This design comes from an exercise in tuning for small area, a short achievable clock period and few clock cycles per item on the open sky130 flow, not from production work. The RTL was checked by simulation tests, not by an equivalence proof against the original design.

## flow/design.v (module list and top-level ports; edited modules follow where they fit)
// module mhdg_wrap: 19 lines
// module magnetometer_heading_core: 1846 lines
module magnetometer_heading_core #(
    parameter int CORDIC_STEPS = mhdg_pkg::CORDIC_STEPS_DEF,
    parameter int SAMPLE_WIDTH = mhdg_pkg::SAMPLE_WIDTH_DEF
) (
    input  logic                                i_clk,
    input  logic                                i_rst_n,
    input  logic                                i_s_tvalid,
    output logic                                o_s_tready,
    input  logic [mhdg_pkg::S_TDATA_W-1:0]      i_s_tdata,    
    input  logic                                i_s_tuser,    
    output logic                                o_m_tvalid,
    input  logic                                i_m_tready,
    output logic [mhdg_pkg::M_TDATA_W-1:0]      o_m_tdata,    
    input  logic                                i_cfg_we,
    input  logic [mhdg_pkg::CFG_IDX_W-1:0]      i_cfg_idx,
    input  logic [mhdg_pkg::CFG_DATA_W-1:0]     i_cfg_data
);
  // ...
==> flow/flow/run.sh <==
#!/bin/bash
# The standard layout, except that the port buffers buffer_ports inserts are
# sky130_fd_sc_hd__buf_4 cells rather than the library's default choice.
set -euo pipefail
bash standard.sh 'BUFFER_PORTS_ARGS=-buffer_cell sky130_fd_sc_hd__buf_4' finish > standard_sh.log 2>&1
==> flow/standard.sh <==
#!/bin/bash
# synth_recipe.tcl (not shown) runs the flow's synth.tcl, then flattens the netlist and writes it again
# the make line also repeats each setting of config.mk as NAME=value (left out here)
make -C /OpenROAD-flow-scripts/flow DESIGN_CONFIG=/design/flow/config.mk WORK_HOME=/design/flow/orfs CLKGATE_MAP_FILE= SYNTH_SCRIPT=/design/flow/synth_recipe.tcl "${@:-finish}"
==> flow/config.mk <==
export PLATFORM = sky130hd
export DESIGN_NAME = magnetometer_heading_core
export DESIGN_NICKNAME = magnetometer_heading_core
export VERILOG_FILES = /design/flow/design.v
export SDC_FILE = /design/flow/constraint.sdc
export NUM_CORES = 4
export LEC_CHECK = 0
export ABC_AREA = 1
export CAP_MARGIN = 20
export CORE_MARGIN = 2
export CORE_UTILIZATION = 40
export SLEW_MARGIN = 20
==> flow/constraint.sdc <==
create_clock -name core_clock -period 13.0 [get_ports {i_clk}]
set_input_delay 2.6000 -clock core_clock [delete_from_list [all_inputs] [get_ports {i_clk}]]
set_output_delay 2.6000 -clock core_clock [all_outputs]
set_load 0.01 [all_outputs]
==> key figures, run 1 <==
Worst hold path
  • Hold EP: r19_zb[21]
  • Hold Path Class: flip-flop to flip-flop

STA
  • Minimum clock period: 4.53 ns
  • Fmax: 221 MHz
  • Fin Hold WS: 0.400 ns
  • Worst Tran Pin Value: 1.11 ns
  • RSZ-0062 raised after global routing: no

Placement
  • Post-Place Cell Area: roughly 100,000 um2

Layout
  • Layout overhead on the synthesized area: 9.46%
  • Clock buf/inv share: under 10%
  • Clkbuf count: 203
  • Fin area: 110,000 um2
  • Non-clk invs: 1,497
  • Non-Filler Instances: 14,500
  • Multi-In Gates: 7,843
  • Ant diodes: 3

Critical path
  • Required time of the critical path: 13.41 ns
  • Setup crit end: r2_rby[2]
  • R2R Setup Slk: ~8.5 ns

Synthesis
  • Post-synthesis area per instance: 9.10 um2
  • Yosys cell types: 66
  • Synthesis Warnings: 2

Detailed routing
  • Avg WL per Cell: about 19 um

Floorplan
  • I/O Pins: 91

Run status
  • Outcome: complete, no violations

Global route
  • GRT Residual Overflow: 0
Testbench counts, summed over its fixed seeds: cycles 4,176, items 3,072.
==> run 2, diff against run 1 <==
--- a/flow/config.mk
+++ b/flow/config.mk
@@ -9,4 +9,5 @@
 export CAP_MARGIN = 20
 export CORE_MARGIN = 2
 export CORE_UTILIZATION = 40
+export GPL_TIMING_DRIVEN = 0
 export SLEW_MARGIN = 20
==> key figures, run 2 <==
Run status
  • Outcome: complete, no violations

Detailed routing
  • Vias: about 78,000
  • Antenna Violating Nets Remaining: 0
  • Final wirelength: 298 mm
  • Avg WL per Cell: 20.1 um (+7.9%)
  • Vias/cell: 5.27
  • Drt first pass iters: 7
  • DR iter-0 viols: 5,900
  • DRC Markers: 0

Clocking
  • Post-cts resize count: 0
  • CTS buffer count: 164
  • Root Driver: clkbuf_16
  • H-tree level count: 4
  • Hold Buf Count CTS: 0
  • Worst-Skew Late Latency: 0.83 ns
  • Reg clk slew, reported paths: 0.07 ns
  • Sink Count: around 1,400
  • Clk buf depth: 3
  • Post-CTS Repair Setup Buffers: 0
  • CTS tree: done

Critical path
  • R2R Setup Slk: 8.71 ns (+0.24 ns)
  • Crit Path Max Fanout: 10
  • Worst R2R End: r2_rby[26]
  • Top delay family on crit path: adder cells
  • Buf/Inv on CP: 2
  • WS Path Type: flip-flop to flip-flop
  • Worst setup EP type: flip-flop
  • Crit start category: flip-flop
  • Critical path depth: 8
  • Required time of the critical path: 13.51 ns (+0.10 ns)
  • FF-to-FF path depth: 8
  • Crit-path max cell delay: 0.58 ns
  • WP data arrival: around 4.8 ns
  • Most used cell, CP: fa_1
  • Worst path cell trace: clkbuf_1, clkinv_1, o22ai_1, xor2_1, fa_1, fa_1, fa_1, fa_1
  • Reg-to-reg startpoint: r_gain_y[23]
  • Slowest stage cell on the critical path: fa_1

Layout
  • Layout overhead on the synthesized area: 11.0%
  • Layout net count: 12,500
  • Share of layout cells above drive strength 1: 4.34%
  • Largest registers: r2_rax: 40 flops, r2_ray: 40 flops
  • Fin area: 112,000 um2 (+1.4%)
  • Most frequent cells in the layout: nand2_1, inv_1, edfxtp_1
  • Commonest non-fill, non-tap cell in the layout: nand2_1

Synthesis
  • Synthesis Warnings: 2 (unchanged)
  • Yosys top cell area share: 35.7%
  • #FFs+latches synth: roughly 1,400
  • Area leader, netlist: edfxtp_1
  • Top-count cell post-synth: nand2_1
  • Yosys cell types: 66 (unchanged)
  • Ys async rst share: 0%
  • Post-synthesis area per instance: 9.10 um2 (unchanged)
  • Post-Syn Instances: 11,100
  • Mapped Area: 101,000 um2
  • Commonest cells post-synth: nand2_1, inv_1, edfxtp_1
  • Number of flops mapped to enable cells by yosys: 1,198
  • Ys flop type: edfxtp_1
  • Sequential share of the synthesized area: 39.7%
  • Dominant cells by area after synthesis: edfxtp_1, xor2_1, ha_1

Placement
  • GPL Wtd Cong: between 0.9 and 1
  • Port buffer count: 83
  • Post-Place Cell Area: 106,000 um2 (+1.4%)
  • Post-DP HPWL: 239 mm

Global route
  • GRT Residual Overflow: 0 (unchanged)
  • Initial antenna violation count: 3
  • Vias in the first global route: 77,700
  • Largest net degree at the start of global routing: between 60 and 70
  • GRT Util Overall: 22.9%
  • Global-route wire length before repair: 455 mm

Worst hold path
  • Hold Path Class: flip-flop to flip-flop
  • Hold depth: 0
  • Hold EP: r15_op
  • Hold_sp: r14_op

STA
  • Skew final: about 0.07 ns
  • Worst Tran Pin Value: 1.15 ns (+0.0447 ns)
  • Final Max Slew Viols: 0
  • Final hold vios: 0
  • TNS Setup: 0 ns
  • Minimum clock period: 4.29 ns (-0.244 ns)
  • Tcrit/Tclk final: between 30% and 40%
  • Final setup vio count: 0
  • RSZ-0062 raised after global routing: no
  • Slew HR: 23.2%
  • Fmax: 233 MHz (+5.7%)

Floorplan
  • Die Span Y: 506 um
  • Die W: 506 um
  • Initial core utilization: 40.1%
  • Die area: 256,000 um2
  • Row count: 184
  • Core box area: ~250,000 um2
  • I/O Pins: 91 (unchanged)

Run
  • Maxcap violations: 0
run 2: cell counts after synthesis:
Identical to the previous run, type by type.
run 2: stage by stage:
step	std cells	utilization (%)	worst slack (ns)	hold WS, ns
global route	14800	44.6	8.46	0.392
floorplan	11100	-	1.88	0.386
global placement	14500	42.1	-2.71	0.393
detailed placement	14500	42.3	8.51	0.396
CTS	14800	44.6	8.68	0.377
finish	14800	44.6	8.71	0.383
run 2: worst max-delay path by stage:
stage / to / startpoint
2_1_floorplan: w19_zlut0[21] / r_adv
3_3_place_gp: w19_zlut1[6] / r_adv
3_5_place_dp: r_gain_y[12] / i_rst_n
4_1_cts: w19_zlut1[6] / r_adv
5_1_grt: r9_y_6[20] / r8_x_5[5]
6_report: r2_rby[26] / r_gain_y[23]
run 2: cells by family after synthesis:
| family | synth area share, % |
|---|---|
| fa+ha+maj | 16.9 |
| buf+inv | 6.92 |
| compound gates | 11.5 |
| simple gates | 13.8 |
| mux | 0.0497 |
| other cells | 0.00373 |
| xor+xnor | 11.2 |
| flops | 39.7 |
run 2: area by class of cell:
class | instances | area [um2]
inverters | 1497 | 5620
clock buffers | 206 | 4440
repair buffers | 104 | 1200
flip-flops and latches | 1397 | 40000
fillers | 24200 | 139000
clock inverters | 100 | 1240
multi-input cells | 7843 | 53700
plain buffers | 328 | 1350
well taps | 3348 | 4190
diodes | 3 | 7.51
run 2: metal layers:
metal  GRT usage (%)  vias up  part of all wire [%]
met3            2.61      579                   4.7
met2            39.3     2269                    48
met5               0        -                0.0044
li1                -    37700                     -
met1            29.5    37600                    43
met4            8.44        2                   4.0
==> run 3, diff against run 2 <==
--- a/flow/config.mk
+++ b/flow/config.mk
@@ -8,6 +8,6 @@
 export ABC_AREA = 1
 export CAP_MARGIN = 20
 export CORE_MARGIN = 2
-export CORE_UTILIZATION = 40
+export CORE_UTILIZATION = 60
 export GPL_TIMING_DRIVEN = 0
 export SLEW_MARGIN = 20
==> key figures, run 3 <==
Critical path
  • Most used cell, CP: buf_12
  • Worst path cell trace: buf_12, buf_16, buf_12, buf_12, inv_1, clkbuf_1, or2_2, o21ai_0, inv_1, ha_1, or2_2, a31oi_1
  • R2R Setup Slk: 8.48 ns (-0.24 ns)
  • WP data arrival: 5.25 ns (+0.46 ns)
  • Slowest stage cell on the critical path: dfxtp_4
  • Crit-path max cell delay: 0.64 ns (+0.06 ns)
  • Reg-to-reg startpoint: r_adv
  • Crit start category: flip-flop
  • Worst setup EP type: flip-flop
  • Crit Path Max Fanout: 63 (+53)
  • Top delay family on crit path: buffers and inverters
  • Worst R2R End: w19_zlut1[6]
  • Buf/Inv on CP: 7 (+5)
  • Required time of the critical path: 13.72 ns (+0.21 ns)
  • FF-to-FF path depth: 12 (+4)
  • WS Path Type: flip-flop to flip-flop

Layout
  • Most frequent cells in the layout: nand2_1, inv_1, edfxtp_1
  • Commonest non-fill, non-tap cell in the layout: nand2_1
  • Fin area: 110,000 um2 (-1.7%)
  • Largest registers: r2_rax: 40 flops, r2_ray: 40 flops
  • Layout net count: 12,500 (-0.080%)
  • Share of layout cells above drive strength 1: 4.10% (-0.24 points)
  • Layout overhead on the synthesized area: 9.16%
  • Core Util, Final: 65.8% (+21 points)

Worst hold path
  • Hold depth: 0 (unchanged)
  • Hold Path Class: flip-flop to flip-flop
  • Hold_sp: w19_zlut0[23]
  • Hold EP: r19_zb[23]

Detailed routing
  • Drt first pass iters: 6 (-1)
  • Antenna Violating Nets Remaining: 0 (unchanged)
  • Final wirelength: 285 mm (-4.5%)
  • DRC Markers: 0 (unchanged)
  • DR iter-0 viols: 6,912 (+17%)
  • Vias: 79,000 (+1.2%)
  • Avg WL per Cell: 20.9 um (+3.6%)
  • Vias/cell: 5.78 (+9.8%)

STA
  • Final Max Slew Viols: 0 (unchanged)
  • Slew HR: 20.5% (-2.7 points)
  • Tcrit/Tclk final: 34.8% (+1.8 points)
  • Worst Tran Pin Value: 1.19 ns (+0.0410 ns)
  • Minimum clock period: 4.52 ns (+0.239 ns)
  • Fmax: 221 MHz (-5.3%)
  • Fin Hold WS: 0.402 ns (+0.0185 ns)
  • Final hold vios: 0 (unchanged)
  • Worst Slack Setup Final: 8.48 ns (-0.239 ns)
  • Final setup vio count: 0 (unchanged)
  • RSZ-0062 raised after global routing: no
  • Skew final: 0.0417 ns (-0.0267 ns)

Synthesis
  • Dominant cells by area after synthesis: edfxtp_1, xor2_1, ha_1
  • Ys async rst share: 0% (unchanged)
  • Top-count cell post-synth: nand2_1
  • Area leader, netlist: edfxtp_1
  • Mapped Area: 101,000 um2 (unchanged)
  • Yosys cell types: 66 (unchanged)
  • Sequential share of the synthesized area: 39.7% (unchanged)
  • Post-Syn Instances: 11,100 (unchanged)
  • Number of flops mapped to enable cells by yosys: 1,198 (unchanged)
  • Yosys top cell area share: 35.7% (unchanged)
  • Post-synthesis area per instance: 9.10 um2 (unchanged)
  • Ys flop type: edfxtp_1
  • Commonest cells post-synth: nand2_1, inv_1, edfxtp_1
  • Synthesis Warnings: 2 (unchanged)
  • #FFs+latches synth: 1,397 (unchanged)

Clocking
  • Sink Count: 1,397 (unchanged)
  • Hold Buf Count CTS: 0 (unchanged)
  • Worst-Skew Late Latency: 0.84 ns (about the same)
  • CTS tree: done
  • Clk buf depth: 3 (unchanged)
  • Root Driver: clkbuf_16
  • H-tree level count: 4 (unchanged)
  • Post-CTS Repair Setup Buffers: 0 (unchanged)
  • Post-cts resize count: 0 (unchanged)
  • CTS buffer count: 154 (-6.1%)
  • Reg clk slew, reported paths: 0.06 ns (about the same)

Global route
  • Vias in the first global route: 78,800 (+1.5%)
  • GRT Util Overall: 33.0% (+10 points)
  • GRT Residual Overflow: 0 (unchanged)
  • Largest net degree at the start of global routing: 65 (+3.2%)
  • Initial antenna violation count: 4 (+1)
  • Global-route wire length before repair: 435 mm (-4.4%)

Floorplan
  • Die W: 414 um (-18%)
  • Die area: 171,000 um2 (-33%)
  • Initial core utilization: 60.3% (+20 points)
  • Die Span Y: 414 um (-18%)
  • Row count: 150 (-18%)
  • I/O Pins: 91 (unchanged)
  • Core box area: 167,000 um2 (-33%)

Placement
  • Dpl ws: 8.30 ns (-0.212 ns)
  • Port buffer count: 83 (unchanged)
  • GPL Wtd Cong: 0.994 (+1.8%)
  • Post-Place Cell Area: 105,000 um2 (-1.4%)
  • Post-DP HPWL: 226 mm (-5.6%)

Run status
  • Outcome: complete, no violations

Run
  • Maxcap violations: 0 (unchanged)
## run 3: worst max path at each step
stage	cells after the start	endpoint	from
4_1_cts	12	w19_zlut1[6]	r_adv
2_1_floorplan	11	w19_zlut0[21]	r_adv
3_5_place_dp	4	r_gain_x[23]	i_rst_n
6_report	12	w19_zlut1[6]	r_adv
3_3_place_gp	11	w19_zlut0[18]	r_adv
5_1_grt	12	w19_zlut1[6]	r_adv
## run 3: metal layers
metal,up-vias,global-route usage (%),wire length [um]
li1,37700,-,-
met1,37400,38.7,110000
met2,3122,57.0,139000
met3,870,5.29,18500
met4,2,19.4,18300
met5,-,0,13
## run 3: cells by family after synthesis
kind of cell,Yosys count,synth area share (%)
flops,1397,39.7
simple gates,3332,13.8
mux,5,0.0497
buf+inv,1825,6.92
fa+ha+maj,1143,16.9
xor+xnor,1282,11.2
compound gates,2075,11.5
other cells,1,0.00373
## run 3: stage by stage
step / std cells / TNS, ns
2_1_floorplan: 11100 / 0
3_3_place_gp: 13400 / -206.50
3_5_place_dp: 13400 / 0
4_1_cts: 13700 / 0
5_1_grt: 13700 / 0
6_report: 13700 / 0
## run 3: layout make-up
cell class	instances	area (um2)
antenna	8	20.0
buffer	328	1350
clock buffer	189	4120
clock inverter	92	1120
fill	13300	57000
inverter	1497	5620
multi-input combinational	7843	53700
sequential	1397	40000
tap	2204	2760
timing repair buffer	104	1170
==> run 4, diff against run 3 <==
==> flow/run.sh (new file) <==
#!/bin/bash
# synth_recipe.tcl (not shown) runs the flow's synth.tcl, then flattens the netlist and writes it again
# the make line also repeats each setting of config.mk as NAME=value (left out here)
make -C /OpenROAD-flow-scripts/flow DESIGN_CONFIG=/design/flow/config.mk WORK_HOME=/design/flow/orfs CLKGATE_MAP_FILE= SYNTH_SCRIPT=/design/flow/synth_recipe.tcl finish
--- a/flow/config.mk
+++ b/flow/config.mk
@@ -8,6 +8,5 @@
 export ABC_AREA = 1
 export CAP_MARGIN = 20
 export CORE_MARGIN = 2
-export CORE_UTILIZATION = 60
-export GPL_TIMING_DRIVEN = 0
+export CORE_UTILIZATION = 40
 export SLEW_MARGIN = 20
removed: flow/flow/run.sh
removed: flow/standard.sh
==> key figures, run 4 <==
Clocking
  • Post-CTS Repair Setup Buffers: 0 (unchanged)
  • Worst-Skew Late Latency: 0.85 ns (about the same)
  • H-tree level count: 4 (unchanged)
  • CTS tree: done
  • CTS buffer count: 164 (+6.5%)
  • Reg clk slew, reported paths: 0.06 ns (about the same)
  • Sink Count: 1,397 (unchanged)
  • Clk buf depth: 3 (unchanged)
  • Hold Buf Count CTS: 0 (unchanged)
  • Post-cts resize count: 0 (unchanged)
  • Root Driver: clkbuf_16

Global route
  • Vias in the first global route: 75,800 (-3.9%)
  • Global-route wire length before repair: 426 mm (-2.2%)
  • GRT Residual Overflow: 0 (unchanged)
  • Initial antenna violation count: 7 (+3)
  • GRT Util Overall: 20.9% (-12 points)
  • Largest net degree at the start of global routing: 169 (+160%)

Run
  • Maxcap violations: 0 (unchanged)

STA
  • Fmax: 213 MHz (-3.6%)
  • Slew HR: 28.2% (+7.7 points)
  • Worst Tran Pin Value: 1.08 ns (-0.115 ns)
  • Final hold vios: 0 (unchanged)
  • RSZ-0062 raised after global routing: no
  • Minimum clock period: 4.69 ns (+0.167 ns)
  • Tcrit/Tclk final: 36.1% (+1.3 points)
  • Fin Hold WS: 0.393 ns (-0.00845 ns)
  • Final setup vio count: 0 (unchanged)
  • Final Max Slew Viols: 0 (unchanged)
  • TNS Setup: 0 ns (unchanged)
  • Skew final: 0.0723 ns (+0.0307 ns)

Worst hold path
  • Hold Path Class: flip-flop to flip-flop
  • Hold_sp: r15_d_10
  • Hold EP: r16_d_10
  • Hold depth: 0 (unchanged)

Detailed routing
  • Drt first pass iters: 9 (+3)
  • Avg WL per Cell: 18.8 um (-10%)
  • Vias/cell: 5.22 (-9.8%)
  • DR iter-0 viols: 5,850 (-15%)
  • Antenna Violating Nets Remaining: 0 (unchanged)
  • Vias: 75,800 (-4.1%)
  • Final wirelength: 272 mm (-4.4%)
  • DRC Markers: 0 (unchanged)

Floorplan
  • Die Span Y: 506 um (+22%)
  • Die W: 506 um (+22%)
  • Row count: 184 (+23%)
  • Core box area: 251,000 um2 (+50%)
  • Die area: 256,000 um2 (+49%)
  • I/O Pins: 91 (unchanged)
  • Initial core utilization: 40.1% (-20 points)

Placement
  • Port buffer count: 84 (+1.2%)
  • Post-DP HPWL: 211 mm (-6.5%)
  • GPL Wtd Cong: 0.921 (-7.3%)

Layout
  • Layout overhead on the synthesized area: 9.79%
  • Largest registers: r2_rax: 40 flops, r2_ray: 40 flops
  • Most frequent cells in the layout: nand2_1, inv_1, edfxtp_1
  • Layout fillers: 24,100 (+81%)
  • Share of layout cells above drive strength 1: 3.58% (-0.53 points)
  • Commonest non-fill, non-tap cell in the layout: nand2_1
  • Layout net count: 12,200 (-2.3%)

Synthesis
  • Mapped Area: 101,000 um2 (unchanged)
  • Post-synthesis area per instance: 9.10 um2 (unchanged)
  • Number of flops mapped to enable cells by yosys: 1,198 (unchanged)
  • #FFs+latches synth: 1,397 (unchanged)
  • Area leader, netlist: edfxtp_1
  • Synthesis Warnings: 2 (unchanged)
  • Ys async rst share: 0% (unchanged)
  • Sequential share of the synthesized area: 39.7% (unchanged)
  • Yosys cell types: 66 (unchanged)
  • Dominant cells by area after synthesis: edfxtp_1, xor2_1, ha_1
  • Ys flop type: edfxtp_1
  • Top-count cell post-synth: nand2_1
  • Yosys top cell area share: 35.7% (unchanged)
  • Commonest cells post-synth: nand2_1, inv_1, edfxtp_1
  • Post-Syn Instances: 11,100 (unchanged)

Critical path
  • Required time of the critical path: 13.44 ns (-0.28 ns)
  • Crit start category: flip-flop
  • WP data arrival: 5.13 ns (-0.12 ns)
  • Crit Path Max Fanout: 168 (+170%)
  • WS Path Type: flip-flop to flip-flop
  • Worst R2R End: r0_raw_y[12]
  • Reg-to-reg startpoint: r_adv
  • R2R Setup Slk: 8.31 ns (-0.17 ns)
  • Worst setup EP type: flip-flop
  • FF-to-FF path depth: 4 (-8)

Run status
  • Outcome: complete, no violations
-- run 4: area by class of cell --
class / instances / area, um2 / share of cell area [%]
Clock inverter: 92 / 1190 / 1.08
Multi-Input combinational cell: 7843 / 53700 / 48.6
Tap cell: 3348 / 4190 / 3.79
Timing Repair Buffer: 137 / 1270 / 1.15
Inverter: 1497 / 5620 / 5.09
Clock buffer: 211 / 4520 / 4.09
Sequential cell: 1397 / 40000 / 36.2
Antenna cell: 1 / 2.50 / 0.00226
-- run 4: worst max-delay path, stage by stage (launching register included) --
cell	delay (ns)
dfxtp_4	0.93
buf_4	0.85
buf_12	0.64
buf_12	0.56
buf_4	0.90
-- run 4: worst max-delay path by stage --
stage,from,to,slack [ns],depth (start not counted)
after global routing,r_adv,r1_boy[5],7.86,4
after detailed placement,r_adv,r1_boy[5],8.23,4
after floorplan,r_adv,w19_zlut0[21],1.88,11
after global placement,r_adv,r2_rby[4],8.39,4
final,r_adv,r0_raw_y[12],8.31,4
after CTS,r_adv,r1_boy[5],8.22,4
-- run 4: metrics by stage --
step,util [%],cells,area (um2),setup WS [ns]
after floorplan,-,11100,101000,1.88
final,44.1,14500,110000,8.31
after CTS,44.1,14500,110000,8.22
after global routing,44.1,14500,110000,7.86
after global placement,41.8,14200,105000,8.39
after detailed placement,41.8,14200,105000,8.23
-- run 4: routing by layer --
metal / global-route usage [%] / part of all wire (%)
met5: 0 / 0.0022
met4: 7.57 / 3.6
met3: 2.59 / 4.8
met2: 35.9 / 48
met1: 26.8 / 43
-- run 4: cell families after synthesis --
family | count (synthesis) | synth area share, %
xor+xnor | 1282 | 11.2
compound gates | 2075 | 11.5
buf+inv | 1825 | 6.92
mux | 5 | 0.0497
simple gates | 3332 | 13.8
other cells | 1 | 0.00373
fa+ha+maj | 1143 | 16.9
flops | 1397 | 39.7

[separate check: timing with driven ports]
In the flow no input, the clock included, has a driving cell. The finished layouts below were timed again as built, in two steps. Step 1 sets driving cells, clkbuf_16 on the clock port and buf_2 on the other inputs (assumed; they add their load-dependent delay and slew). Step 2 moves the port delays by t, midway between the first and last clock arrival at a register: inputs arrive t later, outputs are due t later. That takes back most of the time a late clock gives input paths. Three values: ideal ports, drivers, drivers and shift; two values: the first two.
| run | t (ns) | slack for setup (ns) | worst setup path at the end | clock arrival spread, ns | cell pins on the clock port's net |
|---|---|---|---|---|---|
| run 1 | 0.891 | 8.470 / 8.470 / 8.470 | register to register | 0.079 / 0.079 | 1 |
| run 2 | 0.887 | 8.715 / 8.715 / 8.118 | input to register | 0.075 / 0.075 | 1 |
| run 3 | 0.903 | 8.475 / 8.475 / 8.176 | input to register | 0.042 / 0.042 | 1 |
| run 4 | 0.899 | 8.309 / 8.309 / 8.309 | register to register | 0.081 / 0.081 | 1 |
After both steps every run listed still meets setup and hold. For run 2, which loses most, drivers alone change the setup slack by 0.000 ns; drivers and shift together by -0.597 ns.
